What follows belongs to an exercise in optimizing a design on an open flow for small area; a production flow would make more cautious choices. In this exercise RTL edits were held to simulation tests only and were not proved equivalent to the original. Power is estimated from default activity; no workload was simulated.

==> 12-09 <==
==> flow/design.v <==
`default_nettype none
package ehc_pkg;
    localparam int unsigned NUM_CAP  = 20;
    localparam int unsigned NUM_ICMP = 4;
    localparam int unsigned Q_DEPTH  = 2;
    localparam int unsigned CMP_W    = 17;
    localparam int unsigned CAP_ET_HI = 0;
    localparam int unsigned CAP_ET_LO = 1;
    localparam int unsigned CAP_B14   = 2;
    localparam int unsigned CAP_B15   = 3;
    localparam int unsigned CAP_B16   = 4;
    localparam int unsigned CAP_B17   = 5;
    localparam int unsigned CAP_B18   = 6;
    localparam int unsigned CAP_B19   = 7;
    localparam int unsigned CAP_B20   = 8;
    localparam int unsigned CAP_B21   = 9;
    localparam int unsigned CAP_B22   = 10;
    localparam int unsigned CAP_B23   = 11;
    localparam int unsigned CAP_SPA   = 12;
    localparam int unsigned CAP_TPA   = 16;
    localparam int unsigned IP_HDR_POS = 14;
    localparam logic [15:0] ETH_IPV4   = 16'h0800;
    localparam logic [15:0] ETH_ARP    = 16'h0806;
    localparam logic [15:0] ETH_MACSEC = 16'h88E5;
    localparam logic [15:0] ARP_HTYPE_ETH = 16'h0001;
    localparam logic [15:0] ARP_OP_REQ    = 16'h0001;
    localparam logic [15:0] ARP_OP_REPLY  = 16'h0002;
    localparam logic [7:0]  ARP_HLEN      = 8'd6;
    localparam logic [7:0]  ARP_PLEN      = 8'd4;
    localparam logic [7:0]  IP_PROTO_ICMP = 8'd1;
    localparam logic [7:0]  SHORT_LEN_MASK = 8'h3F;
    localparam logic [CMP_W-1:0] MIN_ETH    = CMP_W'(14);
    localparam logic [CMP_W-1:0] MIN_ARP    = CMP_W'(42);
    localparam logic [CMP_W-1:0] MIN_IPV4   = CMP_W'(34);
    localparam logic [CMP_W-1:0] MIN_ICMP   = CMP_W'(42);
    localparam logic [CMP_W-1:0] MIN_MACSEC = CMP_W'(36);
    localparam logic [CMP_W-1:0] MIN_IHL    = CMP_W'(20);
    localparam logic [CMP_W-1:0] IHL_SPAN   = CMP_W'(22);
    localparam logic [2:0] ST_OK        = 3'd0;
    localparam logic [2:0] ST_MALFORMED = 3'd1;
    localparam logic [2:0] ST_TRUNC     = 3'd2;
    localparam logic [2:0] ST_UNKNOWN   = 3'd3;
    localparam logic [2:0] ST_UNSUP     = 3'd4;
    localparam logic [2:0] PR_UNKNOWN = 3'd0;
    localparam logic [2:0] PR_ARP     = 3'd1;
    localparam logic [2:0] PR_ICMP    = 3'd2;
    localparam logic [2:0] PR_MACSEC  = 3'd3;
    localparam logic [2:0] PR_IPV4    = 3'd4;
    typedef struct packed {
        logic [NUM_CAP-1:0][7:0]  cap;
        logic [NUM_ICMP-1:0][7:0] icmp;
    } t_frame_rec;
    typedef struct packed {
        logic [2:0]  status;
        logic [2:0]  protocol;
        logic [31:0] word_a;
        logic [31:0] word_b;
        logic [15:0] half_a;
        logic [15:0] half_b;
        logic [7:0]  byte_a;
        logic [7:0]  byte_b;
        logic [7:0]  byte_c;
    } t_verdict;
    function automatic logic [6:0] cap_pos(input int unsigned k);
        if (k < 12) begin
            cap_pos = 7'(12 + k);
        end else if (k < 16) begin
            cap_pos = 7'(16 + k);
        end else begin
            cap_pos = 7'(22 + k);
        end
    endfunction
endpackage
`default_nettype wire
`default_nettype none
module ethernet_arp_icmp_macsec_classifier_core #(
    parameter int unsigned LENGTH_BITS = 14
) (
    input  wire logic                   i_clk,
    input  wire logic                   i_rst_n,
    input  wire logic                   i_in_valid,
    output logic                        o_in_stall,
    input  wire logic [7:0]             i_data_byte,
    input  wire logic                   i_last_byte,
    output logic                        o_out_valid,
    input  wire logic                   i_out_stall,
    output logic [2:0]                  o_status,
    output logic [2:0]                  o_protocol,
    output logic [LENGTH_BITS-1:0]      o_frame_length,
    output logic [31:0]                 o_word_a,
    output logic [31:0]                 o_word_b,
    output logic [15:0]                 o_half_a,
    output logic [15:0]                 o_half_b,
    output logic [7:0]                  o_byte_a,
    output logic [7:0]                  o_byte_b,
    output logic [7:0]                  o_byte_c
);
    localparam logic [LENGTH_BITS-1:0] COUNT_MAX = {LENGTH_BITS{1'b1}};
    localparam logic [1:0] PC_OTHER = 2'd0;
    localparam logic [1:0] PC_ARP   = 2'd1;
    localparam logic [1:0] PC_IPV4  = 2'd2;
    localparam logic [1:0] PC_MAC   = 2'd3;
    logic                   r_pend;    
    logic                   r_hb;      
    logic                   r_ov;      
    logic                   r_osel;    
    logic [LENGTH_BITS-1:0] r_count;   
    logic accept, push, pop, xfer, tgt;
    assign o_in_stall  = r_hb && r_pend;
    assign o_out_valid = r_ov;
    assign accept      = i_in_valid && !o_in_stall;
    assign push        = accept && i_last_byte;
    assign pop         = (r_hb || r_pend) && (!r_ov || !i_out_stall);
    assign xfer        = r_pend && (!r_hb || pop);
    assign tgt         = r_hb ? r_osel : !r_osel;
    always_ff @(posedge i_clk) begin
        if (!i_rst_n) begin
            r_pend <= 1'b0;
            r_hb   <= 1'b0;
            r_ov   <= 1'b0;
            r_osel <= 1'b0;
        end else begin
            r_pend <= push || (r_pend && !xfer);
            r_hb   <= r_hb ? (!pop || r_pend) : (r_pend && !pop);
            r_ov   <= pop || (r_ov && i_out_stall);
            r_osel <= r_osel ^ pop;
        end
    end
    logic [LENGTH_BITS-1:0] base;
    logic [LENGTH_BITS-1:0] inc_count;
    assign base      = r_pend ? '0 : r_count;
    assign inc_count = (base != COUNT_MAX) ? base + LENGTH_BITS'(1) : base;
    always_ff @(posedge i_clk) begin
        if (!i_rst_n) begin
            r_count <= '0;
        end else if (accept) begin
            r_count <= inc_count;
        end else if (xfer) begin
            r_count <= '0;
        end
    end
    logic [31:0] f_wa;    
    logic [31:0] f_wb;    
    logic [15:0] f_ha;    
    logic [7:0]  f_ba;    
    logic [7:0]  f_bb;    
    logic [1:0]  f_pc;
    logic        f_k1;    
    logic        f_k2;    
    logic        cap;
    logic [LENGTH_BITS-1:0] p;
    logic        arp, ip4, mac;
    logic [LENGTH_BITS:0]   d;       
    logic [7:0]  db;
    logic        db_z;
    assign cap  = accept && !r_pend;
    assign p    = r_count;
    assign arp  = (f_pc == PC_ARP);
    assign ip4  = (f_pc == PC_IPV4);
    assign mac  = (f_pc == PC_MAC);
    assign d    = {1'b0, r_count} - (LENGTH_BITS+1)'({f_wa[3:0], 2'b00});
    assign db   = i_data_byte;
    assign db_z = (db == 8'd0);
    function automatic logic at(input logic [LENGTH_BITS-1:0] pos, input int unsigned k);
        at = (pos == LENGTH_BITS'(k));
    endfunction
    logic icmp0, icmp1, icmp2, icmp3;
    assign icmp0 = ip4 && (d == (LENGTH_BITS+1)'(14));
    assign icmp1 = ip4 && (d == (LENGTH_BITS+1)'(15));
    assign icmp2 = ip4 && (d == (LENGTH_BITS+1)'(16));
    assign icmp3 = ip4 && (d == (LENGTH_BITS+1)'(17));
    always_ff @(posedge i_clk) begin
        if (cap) begin
            if ((arp && at(p, 28)) || (mac && at(p, 16))) f_wa[31:24] <= db;
            if ((arp && at(p, 29)) || (mac && at(p, 17))) f_wa[23:16] <= db;
            if ((arp && at(p, 30)) || (mac && at(p, 18))) f_wa[15:8]  <= db;
            if ((arp && at(p, 31)) || (mac && at(p, 19)) || (ip4 && at(p, 14))) f_wa[7:0] <= db;
            if (arp && at(p, 38)) f_wb[31:24] <= db;
            if ((arp && at(p, 39)) || (ip4 && at(p, 22))) f_wb[23:16] <= db;
            if ((arp && at(p, 40)) || (ip4 && at(p, 16))) f_wb[15:8]  <= db;
            if ((arp && at(p, 41)) || (ip4 && at(p, 17))) f_wb[7:0]   <= db;
            if ((arp && at(p, 20)) || icmp2) f_ha[15:8] <= db;
            if ((arp && at(p, 21)) || icmp3) f_ha[7:0]  <= db;
            if (at(p, 12) || (arp && at(p, 18)) || icmp0 || (mac && at(p, 14))) f_ba <= db;
            if ((arp && at(p, 19)) || icmp1 || (mac && at(p, 15))) f_bb <= db;
            if (at(p, 13)) begin
                case ({f_ba, db})
                    ehc_pkg::ETH_ARP:    f_pc <= PC_ARP;
                    ehc_pkg::ETH_IPV4:   f_pc <= PC_IPV4;
                    ehc_pkg::ETH_MACSEC: f_pc <= PC_MAC;
                    default:             f_pc <= PC_OTHER;
                endcase
            end
            if (arp) begin
                if (at(p, 14)) f_k1 <= db_z;
                if (at(p, 15)) f_k1 <= f_k1 && (db == 8'h01);
                if (at(p, 16)) f_k1 <= f_k1 && (db == 8'h08);
                if (at(p, 17)) f_k1 <= f_k1 && db_z;
            end
            if (ip4) begin
                if (at(p, 23)) f_k1 <= (db == ehc_pkg::IP_PROTO_ICMP);
                if (at(p, 22)) f_k2 <= db_z;
                else if (icmp0 && db >= 8'd19 && db <= 8'd29) f_k2 <= 1'b1;
            end
            if (mac) begin
                if (at(p, 16)) f_k1 <= db_z;
                if (at(p, 17) || at(p, 18) || at(p, 19)) f_k1 <= f_k1 && db_z;
            end
        end
    end
    logic [2:0] n_st;
    logic [1:0] n_pr;    
    logic       n_fv;    
    logic [LENGTH_BITS-1:0] L;
    assign L = r_count;
    always_comb begin
        n_st = ehc_pkg::ST_OK;
        n_pr = 2'd0;
        n_fv = 1'b0;
        if (L < LENGTH_BITS'(14)) begin
            n_st = ehc_pkg::ST_TRUNC;
        end else begin
            case (f_pc)
                PC_ARP: begin
                    n_pr = 2'd1;
                    if (L < LENGTH_BITS'(42)) begin
                        n_st = ehc_pkg::ST_TRUNC;
                    end else begin
                        n_fv = 1'b1;
                        if (!f_k1 || f_ba != ehc_pkg::ARP_HLEN || f_bb != ehc_pkg::ARP_PLEN ||
                            (f_ha != ehc_pkg::ARP_OP_REQ && f_ha != ehc_pkg::ARP_OP_REPLY))
                            n_st = ehc_pkg::ST_MALFORMED;
                    end
                end
                PC_IPV4: begin
                    if (L < LENGTH_BITS'(34) || !f_k1) begin
                        n_st = ehc_pkg::ST_UNSUP;
                        n_pr = 2'd0;
                    end else begin
                        n_pr = 2'd2;
                        if (L < LENGTH_BITS'(42)) begin
                            n_st = ehc_pkg::ST_TRUNC;
                        end else if (f_wa[3:0] < 4'd5 || d[LENGTH_BITS] ||
                                     d[LENGTH_BITS-1:0] < LENGTH_BITS'(22)) begin
                            n_st = ehc_pkg::ST_MALFORMED;
                        end else begin
                            n_fv = 1'b1;
                            if (f_k2) n_st = ehc_pkg::ST_MALFORMED;
                        end
                    end
                end
                PC_MAC: begin
                    n_pr = 2'd3;
                    if (L < LENGTH_BITS'(36)) begin
                        n_st = ehc_pkg::ST_TRUNC;
                    end else begin
                        n_fv = 1'b1;
                        if (f_ba[7] || f_k1) n_st = ehc_pkg::ST_MALFORMED;
                    end
                end
                default: begin
                    n_st = ehc_pkg::ST_UNKNOWN;
                end
            endcase
        end
    end
    logic [31:0]            b_wa [2];
    logic [31:0]            b_wb [2];
    logic [15:0]            b_ha [2];
    logic [7:0]             b_ba [2];
    logic [7:0]             b_bb [2];
    logic [LENGTH_BITS-1:0] b_len[2];
    logic [2:0]             b_st [2];
    logic [1:0]             b_pr [2];
    logic                   b_fv [2];
    for (genvar i = 0; i < 2; i++) begin : g_buf
        always_ff @(posedge i_clk) begin
            if (xfer && (tgt == 1'(i))) begin
                b_wa[i]  <= f_wa;
                b_wb[i]  <= f_wb;
                b_ha[i]  <= f_ha;
                b_ba[i]  <= f_ba;
                b_bb[i]  <= f_bb;
                b_len[i] <= r_count;
                b_st[i]  <= n_st;
                b_pr[i]  <= n_pr;
                b_fv[i]  <= n_fv;
            end
        end
    end
    logic [31:0] s_wa [2];
    logic [31:0] s_wb [2];
    logic [15:0] s_ha [2];
    logic [15:0] s_hb [2];
    logic [7:0]  s_ba [2];
    logic [7:0]  s_bb [2];
    logic [7:0]  s_bc [2];
    for (genvar i = 0; i < 2; i++) begin : g_out
        logic sel, e_arp, e_icmp, e_mac;
        assign sel    = (r_osel == 1'(i)) && b_fv[i];
        assign e_arp  = sel && (b_pr[i] == 2'd1);
        assign e_icmp = sel && (b_pr[i] == 2'd2);
        assign e_mac  = sel && (b_pr[i] == 2'd3);
        assign s_wa[i] = b_wa[i] & {32{e_arp || e_mac}};
        assign s_wb[i] = b_wb[i] & {32{e_arp}};
        assign s_ha[i] = b_ha[i] & {16{e_arp || e_icmp}};
        assign s_hb[i] = b_wb[i][15:0] & {16{e_icmp}};
        assign s_ba[i] = b_ba[i] & {8{sel}};
        assign s_bb[i] = b_bb[i] & {{2{sel && !e_mac}}, {6{sel}}};
        assign s_bc[i] = (b_wb[i][23:16] & {8{e_icmp}}) | {7'd0, e_mac && b_ba[i][5]};
    end
    assign o_word_a       = s_wa[0] | s_wa[1];
    assign o_word_b       = s_wb[0] | s_wb[1];
    assign o_half_a       = s_ha[0] | s_ha[1];
    assign o_half_b       = s_hb[0] | s_hb[1];
    assign o_byte_a       = s_ba[0] | s_ba[1];
    assign o_byte_b       = s_bb[0] | s_bb[1];
    assign o_byte_c       = s_bc[0] | s_bc[1];
    assign o_status       = r_osel ? b_st[1] : b_st[0];
    assign o_protocol     = {o_status[2], (r_osel ? b_pr[1] : b_pr[0])};
    assign o_frame_length = r_osel ? b_len[1] : b_len[0];
endmodule
`default_nettype wire
==> flow/run.sh <==
#!/bin/bash
# synth_recipe.tcl (not shown) runs the flow's synth.tcl, then flattens the netlist and writes it again
# the make line also repeats each setting of config.mk as NAME=value (left out here)
make -C /OpenROAD-flow-scripts/flow DESIGN_CONFIG=/design/flow/config.mk WORK_HOME=/design/flow/orfs CLKGATE_MAP_FILE= SYNTH_SCRIPT=/design/flow/synth_recipe.tcl finish
==> flow/config.mk <==
export PLATFORM = sky130hd
export DESIGN_NAME = ethernet_arp_icmp_macsec_classifier_core
export DESIGN_NICKNAME = ethernet_arp_icmp_macsec_classifier_core
export VERILOG_FILES = /design/flow/design.v
export SDC_FILE = /design/flow/constraint.sdc
export NUM_CORES = 4
export LEC_CHECK = 0
export CAP_MARGIN = 20
export CORE_MARGIN = 2
export CORE_UTILIZATION = 40
export SLEW_MARGIN = 20
==> flow/constraint.sdc <==
create_clock -name core_clock -period 5.0 [get_ports {i_clk}]
set_input_delay 1.0000 -clock core_clock [delete_from_list [all_inputs] [get_ports {i_clk}]]
set_output_delay 1.0000 -clock core_clock [all_outputs]
set_load 0.01 [all_outputs]
==> inputs of 06-16, as changes to 12-09 <==
==> flow/design.v, changed modules only <==
module ethernet_arp_icmp_macsec_classifier_core #(
    parameter int unsigned LENGTH_BITS = 14
) (
    input  wire logic                   i_clk,
    input  wire logic                   i_rst_n,
    input  wire logic                   i_in_valid,
    output logic                        o_in_stall,
    input  wire logic [7:0]             i_data_byte,
    input  wire logic                   i_last_byte,
    output logic                        o_out_valid,
    input  wire logic                   i_out_stall,
    output logic [2:0]                  o_status,
    output logic [2:0]                  o_protocol,
    output logic [LENGTH_BITS-1:0]      o_frame_length,
    output logic [31:0]                 o_word_a,
    output logic [31:0]                 o_word_b,
    output logic [15:0]                 o_half_a,
    output logic [15:0]                 o_half_b,
    output logic [7:0]                  o_byte_a,
    output logic [7:0]                  o_byte_b,
    output logic [7:0]                  o_byte_c
);
    localparam logic [LENGTH_BITS-1:0] COUNT_MAX = {LENGTH_BITS{1'b1}};
    localparam logic [1:0] PC_OTHER = 2'd0;
    localparam logic [1:0] PC_ARP   = 2'd1;
    localparam logic [1:0] PC_IPV4  = 2'd2;
    localparam logic [1:0] PC_MAC   = 2'd3;
    logic                   r_pend;    
    logic                   r_hb;      
    logic                   r_ov;      
    logic                   r_osel;    
    logic [LENGTH_BITS-1:0] r_count;   
    logic accept, push, pop, xfer, tgt;
    assign o_in_stall  = r_hb && r_pend;
    assign o_out_valid = r_ov;
    assign accept      = i_in_valid && !o_in_stall;
    assign push        = accept && i_last_byte;
    assign pop         = (r_hb || r_pend) && (!r_ov || !i_out_stall);
    assign xfer        = r_pend && (!r_hb || pop);
    assign tgt         = r_hb ? r_osel : !r_osel;
    always_ff @(posedge i_clk) begin
        if (!i_rst_n) begin
            r_pend <= 1'b0;
            r_hb   <= 1'b0;
            r_ov   <= 1'b0;
            r_osel <= 1'b0;
        end else begin
            r_pend <= push || (r_pend && !xfer);
            r_hb   <= r_hb ? (!pop || r_pend) : (r_pend && !pop);
            r_ov   <= pop || (r_ov && i_out_stall);
            r_osel <= r_osel ^ pop;
        end
    end
    logic [LENGTH_BITS-1:0] base;
    logic [LENGTH_BITS-1:0] inc_count;
    assign base      = r_pend ? '0 : r_count;
    assign inc_count = (base != COUNT_MAX) ? base + LENGTH_BITS'(1) : base;
    always_ff @(posedge i_clk) begin
        if (!i_rst_n) begin
            r_count <= '0;
        end else if (accept) begin
            r_count <= inc_count;
        end else if (xfer) begin
            r_count <= '0;
        end
    end
    logic [31:0] f_wa;    
    logic [31:0] f_wb;    
    logic [15:0] f_ha;    
    logic [7:0]  f_ba;    
    logic [7:0]  f_bb;    
    logic [1:0]  f_pc;
    logic        f_k1;    
    logic        f_k2;    
    logic        cap;
    logic [LENGTH_BITS-1:0] p;
    logic        arp, ip4, mac;
    logic [LENGTH_BITS:0]   d;       
    logic [7:0]  db;
    logic        db_z;
    assign cap  = accept && !r_pend;
    assign p    = r_count;
    assign arp  = (f_pc == PC_ARP);
    assign ip4  = (f_pc == PC_IPV4);
    assign mac  = (f_pc == PC_MAC);
    assign d    = {1'b0, r_count} - (LENGTH_BITS+1)'({f_wa[3:0], 2'b00});
    assign db   = i_data_byte;
    assign db_z = (db == 8'd0);
    function automatic logic at(input logic [LENGTH_BITS-1:0] pos, input int unsigned k);
        at = (pos == LENGTH_BITS'(k));
    endfunction
    logic icmp0, icmp1, icmp2, icmp3;
    assign icmp0 = ip4 && (d == (LENGTH_BITS+1)'(14));
    assign icmp1 = ip4 && (d == (LENGTH_BITS+1)'(15));
    assign icmp2 = ip4 && (d == (LENGTH_BITS+1)'(16));
    assign icmp3 = ip4 && (d == (LENGTH_BITS+1)'(17));
    always_ff @(posedge i_clk) begin
        if (cap) begin
            if ((arp && at(p, 28)) || (mac && at(p, 16))) f_wa[31:24] <= db;
            if ((arp && at(p, 29)) || (mac && at(p, 17))) f_wa[23:16] <= db;
            if ((arp && at(p, 30)) || (mac && at(p, 18))) f_wa[15:8]  <= db;
            if ((arp && at(p, 31)) || (mac && at(p, 19)) || (ip4 && at(p, 14))) f_wa[7:0] <= db;
            if (arp && at(p, 38)) f_wb[31:24] <= db;
            if ((arp && at(p, 39)) || (ip4 && at(p, 22))) f_wb[23:16] <= db;
            if ((arp && at(p, 40)) || (ip4 && at(p, 16))) f_wb[15:8]  <= db;
            if ((arp && at(p, 41)) || (ip4 && at(p, 17))) f_wb[7:0]   <= db;
            if ((arp && at(p, 20)) || icmp2) f_ha[15:8] <= db;
            if ((arp && at(p, 21)) || icmp3) f_ha[7:0]  <= db;
            if (at(p, 12) || (arp && at(p, 18)) || icmp0 || (mac && at(p, 14))) f_ba <= db;
            if ((arp && at(p, 19)) || icmp1 || (mac && at(p, 15))) f_bb <= db;
            if (at(p, 13)) begin
                case ({f_ba, db})
                    ehc_pkg::ETH_ARP:    f_pc <= PC_ARP;
                    ehc_pkg::ETH_IPV4:   f_pc <= PC_IPV4;
                    ehc_pkg::ETH_MACSEC: f_pc <= PC_MAC;
                    default:             f_pc <= PC_OTHER;
                endcase
            end
            if (arp) begin
                if (at(p, 14)) f_k1 <= db_z;
                if (at(p, 15)) f_k1 <= f_k1 && (db == 8'h01);
                if (at(p, 16)) f_k1 <= f_k1 && (db == 8'h08);
                if (at(p, 17)) f_k1 <= f_k1 && db_z;
            end
            if (ip4) begin
                if (at(p, 23)) f_k1 <= (db == ehc_pkg::IP_PROTO_ICMP);
                if (at(p, 22)) f_k2 <= db_z;
                else if (icmp0 && db >= 8'd19 && db <= 8'd29) f_k2 <= 1'b1;
            end
            if (mac) begin
                if (at(p, 16)) f_k1 <= db_z;
                if (at(p, 17) || at(p, 18) || at(p, 19)) f_k1 <= f_k1 && db_z;
            end
        end
    end
    logic       n_fv;
    logic       n_x;
    logic [1:0] n_pr;
    logic [LENGTH_BITS-1:0] L;
    assign L = r_count;
    always_comb begin
        n_fv = 1'b0;
        n_x  = 1'b0;
        n_pr = 2'd0;
        if (L >= LENGTH_BITS'(14)) begin
            case (f_pc)
                PC_ARP: begin
                    n_pr = 2'd1;
                    if (L >= LENGTH_BITS'(42)) begin
                        n_fv = 1'b1;
                        n_x  = !f_k1 || f_ba != ehc_pkg::ARP_HLEN || f_bb != ehc_pkg::ARP_PLEN ||
                               (f_ha != ehc_pkg::ARP_OP_REQ && f_ha != ehc_pkg::ARP_OP_REPLY);
                    end
                end
                PC_IPV4: begin
                    if (L < LENGTH_BITS'(34) || !f_k1) begin
                        n_fv = 1'b1;
                        n_x  = 1'b1;
                    end else begin
                        n_pr = 2'd2;
                        if (L >= LENGTH_BITS'(42)) begin
                            if (f_wa[3:0] < 4'd5 || d[LENGTH_BITS] ||
                                d[LENGTH_BITS-1:0] < LENGTH_BITS'(22)) begin
                                n_x = 1'b1;
                            end else begin
                                n_fv = 1'b1;
                                n_x  = f_k2;
                            end
                        end
                    end
                end
                PC_MAC: begin
                    n_pr = 2'd3;
                    if (L >= LENGTH_BITS'(36)) begin
                        n_fv = 1'b1;
                        n_x  = f_ba[7] || f_k1;
                    end
                end
                default: begin
                    n_fv = 1'b1;
                end
            endcase
        end
    end
    logic [31:0]            b_wa [2];
    logic [31:0]            b_wb [2];
    logic [15:0]            b_ha [2];
    logic [7:0]             b_ba [2];
    logic [7:0]             b_bb [2];
    logic [LENGTH_BITS-1:0] b_len[2];
    logic [1:0]             b_pr [2];
    logic                   b_x  [2];
    logic                   b_fv [2];
    for (genvar i = 0; i < 2; i++) begin : g_buf
        always_ff @(posedge i_clk) begin
            if (xfer && (tgt == 1'(i))) begin
                b_wa[i]  <= f_wa;
                b_wb[i]  <= f_wb;
                b_ha[i]  <= f_ha;
                b_ba[i]  <= f_ba;
                b_bb[i]  <= f_bb;
                b_len[i] <= r_count;
                b_pr[i]  <= n_pr;
                b_x[i]   <= n_x;
                b_fv[i]  <= n_fv;
            end
        end
    end
    logic [31:0] s_wa [2];
    logic [31:0] s_wb [2];
    logic [15:0] s_ha [2];
    logic [15:0] s_hb [2];
    logic [7:0]  s_ba [2];
    logic [7:0]  s_bb [2];
    logic [7:0]  s_bc [2];
    for (genvar i = 0; i < 2; i++) begin : g_out
        logic sel, e_arp, e_icmp, e_mac;
        assign sel    = (r_osel == 1'(i)) && b_fv[i] && (b_pr[i] != 2'd0);
        assign e_arp  = sel && (b_pr[i] == 2'd1);
        assign e_icmp = sel && (b_pr[i] == 2'd2);
        assign e_mac  = sel && (b_pr[i] == 2'd3);
        assign s_wa[i] = b_wa[i] & {32{e_arp || e_mac}};
        assign s_wb[i] = b_wb[i] & {32{e_arp}};
        assign s_ha[i] = b_ha[i] & {16{e_arp || e_icmp}};
        assign s_hb[i] = b_wb[i][15:0] & {16{e_icmp}};
        assign s_ba[i] = b_ba[i] & {8{sel}};
        assign s_bb[i] = b_bb[i] & {{2{sel && !e_mac}}, {6{sel}}};
        assign s_bc[i] = (b_wb[i][23:16] & {8{e_icmp}}) | {7'd0, e_mac && b_ba[i][5]};
    end
    logic       o_fv;
    logic       o_x;
    logic [1:0] o_pr;
    assign o_fv = r_osel ? b_fv[1] : b_fv[0];
    assign o_x  = r_osel ? b_x[1]  : b_x[0];
    assign o_pr = r_osel ? b_pr[1] : b_pr[0];
    always_comb begin
        if (!o_fv) begin
            o_status = o_x ? ehc_pkg::ST_MALFORMED : ehc_pkg::ST_TRUNC;
        end else if (o_pr != 2'd0) begin
            o_status = {2'b00, o_x};
        end else begin
            o_status = o_x ? ehc_pkg::ST_UNSUP : ehc_pkg::ST_UNKNOWN;
        end
    end
    assign o_word_a       = s_wa[0] | s_wa[1];
    assign o_word_b       = s_wb[0] | s_wb[1];
    assign o_half_a       = s_ha[0] | s_ha[1];
    assign o_half_b       = s_hb[0] | s_hb[1];
    assign o_byte_a       = s_ba[0] | s_ba[1];
    assign o_byte_b       = s_bb[0] | s_bb[1];
    assign o_byte_c       = s_bc[0] | s_bc[1];
    assign o_protocol     = {o_fv && o_x && (o_pr == 2'd0), o_pr};
    assign o_frame_length = r_osel ? b_len[1] : b_len[0];
endmodule
==> flow/flow/run.sh (new file) <==
#!/bin/bash
# layout flow: the standard flow (standard.sh, unchanged synthesis) with
#  - port buffers made of the smallest buffer cell, sky130_fd_sc_hd__buf_1
#  - clock tree of clkbuf_8 with sink clusters of at most 16 flip-flops, no dummy loads
# each tool's output goes to standard.log here and to ORFS's own logs under orfs/logs
set -euo pipefail
export BUFFER_PORTS_ARGS="-buffer_cell sky130_fd_sc_hd__buf_1"
export CTS_ARGS="-sink_clustering_enable -repair_clock_nets -sink_clustering_size 22 -sink_clustering_max_diameter 60 -buf_list sky130_fd_sc_hd__clkbuf_8 -dont_use_dummy_load"
bash standard.sh > standard.log 2>&1
==> flow/standard.sh (new file) <==
#!/bin/bash
# synth_recipe.tcl (not shown) runs the flow's synth.tcl, then flattens the netlist and writes it again
# the make line also repeats each setting of config.mk as NAME=value (left out here)
make -C /OpenROAD-flow-scripts/flow DESIGN_CONFIG=/design/flow/config.mk WORK_HOME=/design/flow/orfs CLKGATE_MAP_FILE= SYNTH_SCRIPT=/design/flow/synth_recipe.tcl "${@:-finish}"
--- a/flow/config.mk
+++ b/flow/config.mk
@@ -9,3 +9,3 @@
 export CORE_MARGIN = 2
-export CORE_UTILIZATION = 40
+export CORE_UTILIZATION = 65
 export SLEW_MARGIN = 20
removed: flow/run.sh
==> qor summary <==
| metric | 12-09 | 06-16 |
|---|---|---|
| Run status | complete, no violations | complete, no violations |
| Simple logic cell fraction of the synthesized area | 0.0731 | 0.0794 |
| Met3 GRT Util | 0.0324 | 0.0288 |
| Sequential-to-total area share from yosys stat | 0.761 | 0.756 |
| Final Total Pwr | 6.17 mW | 4.53 mW |
| Number of unique standard cell types used by synthesis | 62 | 64 |
| Average wire per cell in the routed design | 20.7 um | 23.0 um |
| CTS Buf Count | 36 | 22 |
| Met1 routed wirelength after detailed routing | 13700 um | 12100 um |
| Launch point of the worst hold path | f_wb[24] | f_wa[20] |
| Worst setup slack before clock tree synthesis | 1.37 ns | 1.08 ns |
| Layout clock buffer count | 40 | 22 |
| Post-synth net total | 862 | 856 |
| Sw power | 1.20 mW | 910 uW |
| Design internal power | 4.98 mW | 3.62 mW |

-- separate check: timing with driven ports --
How much do the figures lean on ideal ports? The routed layouts below were timed once more, with nothing changed but the port constraints. Step 1 assumes that a clkbuf_16 drives the clock port and a buf_2 every other input. Step 2, shift: input delay + t, output delay - t, t = (earliest + latest rising clock arrival at the registers) / 2. This alone moves slack from input paths to output paths. a / b / c = no drivers / after step 1 / after step 2; a / b = the first two.
| run | t (ns) | slack for setup (ns) | worst setup path after step 2 | worst register clock-pin slew, ns | pins driven straight from the clock port |
|---|---|---|---|---|---|
| 12-09 | 0.556 | 0.911 / 0.862 / 1.387 | register to register | 0.06 / 0.06 | 1 |
| 06-16 | 0.576 | 1.063 / 1.063 / 1.063 | register to register | 0.12 / 0.12 | 1 |
After both steps every run listed still meets setup and hold.
